Background: an optimization exercise with open tools, aiming at small area and a short achievable clock period. Do not read the settings as production practice. Power is estimated from default activity; no workload was simulated.

==> module reg_file, before the edit <==
module reg_file (
    input  wire logic          clk,
    input  wire logic          rst_n,
    input  wire logic          done,       
    input  wire logic [5:0]    we,         
    input  wire logic [15:0]   wd,
    input  wire logic [5:0]    a_sel,
    input  wire logic [5:0]    b_sel,
    input  wire logic          imm_a,      
    input  wire logic          imm_b,      
    input  wire logic [15:0]   imm,
    output logic [15:0]        a,          
    output logic [15:0]        b,
    output logic               out_valid,
    output logic               instruction_fail,
    output logic [15:0]        out_0,
    output logic [15:0]        out_1,
    output logic [15:0]        out_2,
    output logic [15:0]        out_3,
    output logic [15:0]        out_4,
    output logic [15:0]        out_5
);
    logic [15:0] regs_n [6];   
    logic [5:0]  written;      
    logic [5:0]  hide;         
    for (genvar g = 0; g < 6; g++) begin : g_reg
        always_ff @(posedge clk) begin
            if (we[g]) begin
                regs_n[g] <= ~wd;
            end
        end
    end
    always_ff @(posedge clk or negedge rst_n) begin
        if (!rst_n) begin
            written          <= '0;
            hide             <= '1;
            out_valid        <= 1'b0;
            instruction_fail <= 1'b0;
        end else begin
            written          <= written | we;
            hide             <= ~({6{done}} & (written | we));
            out_valid        <= done;
            instruction_fail <= done & ~(|we);
        end
    end
    logic [5:0] a_reg, b_reg;
    logic       a_wd, b_wd;
    assign a_reg = a_sel & written & ~we;
    assign b_reg = b_sel & written & ~we;
    assign a_wd  = |(a_sel & we);
    assign b_wd  = |(b_sel & we);
    always_comb begin
        a = ({16{imm_a}} & imm) | ({16{a_wd}} & wd);
        b = ({16{imm_b}} & imm) | ({16{b_wd}} & wd);
        for (int g = 0; g < 6; g++) begin
            a = a | ({16{a_reg[g]}} & ~regs_n[g]);
            b = b | ({16{b_reg[g]}} & ~regs_n[g]);
        end
    end
    assign out_0 = ~({16{hide[0]}} | regs_n[0]);
    assign out_1 = ~({16{hide[1]}} | regs_n[1]);
    assign out_2 = ~({16{hide[2]}} | regs_n[2]);
    assign out_3 = ~({16{hide[3]}} | regs_n[3]);
    assign out_4 = ~({16{hide[4]}} | regs_n[4]);
    assign out_5 = ~({16{hide[5]}} | regs_n[5]);
endmodule
clock: 5.0 ns
lec_check: 0
cap_margin: 20
core_margin: 2
core_utilization: 55
setup_slack_margin: 1.95
slew_margin: 20
standard.sh (not shown) runs the stock make flow with config.mk's settings and CLKGATE_MAP_FILE= SYNTH_SCRIPT=/design/flow/synth_recipe.tcl, a recipe that flattens the netlist after the stock synthesis.
==> flow/flow/run.sh <==
#!/bin/bash
# The standard layout, with plain buffers (not delay cells) on the ports.
set -euo pipefail
bash standard.sh BUFFER_PORTS_ARGS="-buffer_cell sky130_fd_sc_hd__buf_2" finish > standard_flow.log 2>&1
The baseline ran to the end with no violations.
Rerun with:
--- a/flow/design.v
+++ b/flow/design.v
@@ -568,29 +568,29 @@
     output logic [15:0]        out_2,
     output logic [15:0]        out_3,
     output logic [15:0]        out_4,
     output logic [15:0]        out_5
 );
-    logic [15:0] regs_n [6];   
+    logic [15:0] regs [6];
     logic [5:0]  written;      
-    logic [5:0]  hide;         
+    logic [5:0]  show;         
     for (genvar g = 0; g < 6; g++) begin : g_reg
         always_ff @(posedge clk) begin
             if (we[g]) begin
-                regs_n[g] <= ~wd;
+                regs[g] <= wd;
             end
         end
     end
     always_ff @(posedge clk or negedge rst_n) begin
         if (!rst_n) begin
             written          <= '0;
-            hide             <= '1;
+            show             <= '0;
             out_valid        <= 1'b0;
             instruction_fail <= 1'b0;
         end else begin
             written          <= written | we;
-            hide             <= ~({6{done}} & (written | we));
+            show             <= {6{done}} & (written | we);
             out_valid        <= done;
             instruction_fail <= done & ~(|we);
         end
     end
     logic [5:0] a_reg, b_reg;
@@ -601,20 +601,20 @@
     assign b_wd  = |(b_sel & we);
     always_comb begin
         a = ({16{imm_a}} & imm) | ({16{a_wd}} & wd);
         b = ({16{imm_b}} & imm) | ({16{b_wd}} & wd);
         for (int g = 0; g < 6; g++) begin
-            a = a | ({16{a_reg[g]}} & ~regs_n[g]);
-            b = b | ({16{b_reg[g]}} & ~regs_n[g]);
+            a = a | ({16{a_reg[g]}} & regs[g]);
+            b = b | ({16{b_reg[g]}} & regs[g]);
         end
     end
-    assign out_0 = ~({16{hide[0]}} | regs_n[0]);
-    assign out_1 = ~({16{hide[1]}} | regs_n[1]);
-    assign out_2 = ~({16{hide[2]}} | regs_n[2]);
-    assign out_3 = ~({16{hide[3]}} | regs_n[3]);
-    assign out_4 = ~({16{hide[4]}} | regs_n[4]);
-    assign out_5 = ~({16{hide[5]}} | regs_n[5]);
+    assign out_0 = {16{show[0]}} & regs[0];
+    assign out_1 = {16{show[1]}} & regs[1];
+    assign out_2 = {16{show[2]}} & regs[2];
+    assign out_3 = {16{show[3]}} & regs[3];
+    assign out_4 = {16{show[4]}} & regs[4];
+    assign out_5 = {16{show[5]}} & regs[5];
 endmodule
 `default_nettype wire
 `default_nettype none
 module cpu_top #(
     parameter int FRAC_BITS = 15
- The changed run went through all stages and came out clean
- flip-flop and latch count does not change
- design area goes down by 1.8%
- maximum frequency climbs by about 7%
- hold slack gets worse by 0.0075 ns
- critical path depth went down by 3
- count of clock-buffer cells in the layout goes down by 1
- via count shrinks by about 0.8%
- global-route usage went down by 0.61 points
- total power went down by 2.0%
- combinational power came out higher by about 20%
- first-iteration DRC count grows by about 22%
Function was not checked in any run of this note: the RTL went through the layout flow alone.

## afterwards: timing with drivers on the ports
The results above use ideal ports. As a check the final layouts listed here were re-extracted and re-timed, cells and wires unchanged.
Step 1 (the two cells are an assumption about what drives the block):
set clk [get_ports {clk}]
set_driving_cell -lib_cell sky130_fd_sc_hd__clkbuf_16 $clk
set_driving_cell -lib_cell sky130_fd_sc_hd__buf_2 [delete_from_list [all_inputs] $clk]
Step 2 times the ports against the registers' clock, not the clock port: input delays grow and output delays shrink by t, the midpoint of the rising clock arrivals with the driver on.
a / b / c = ideal / step 1 / step 2; a / b = the first two.
| run | t, ns | setup WS [ns] | worst setup path at the end | cell pins on the clock port's net |
|---|---|---|---|---|
| the first run | 0.621 | 1.767 / 1.787 / 1.166 | input to register | 1 |
| the second run | 0.601 | 1.990 / 1.990 / 1.473 | input to register | 1 |
After both steps setup and hold are still met in every run listed. The setup slack of the first run, which loses most, moves by +0.020 ns with the drivers and by -0.601 ns with both steps.
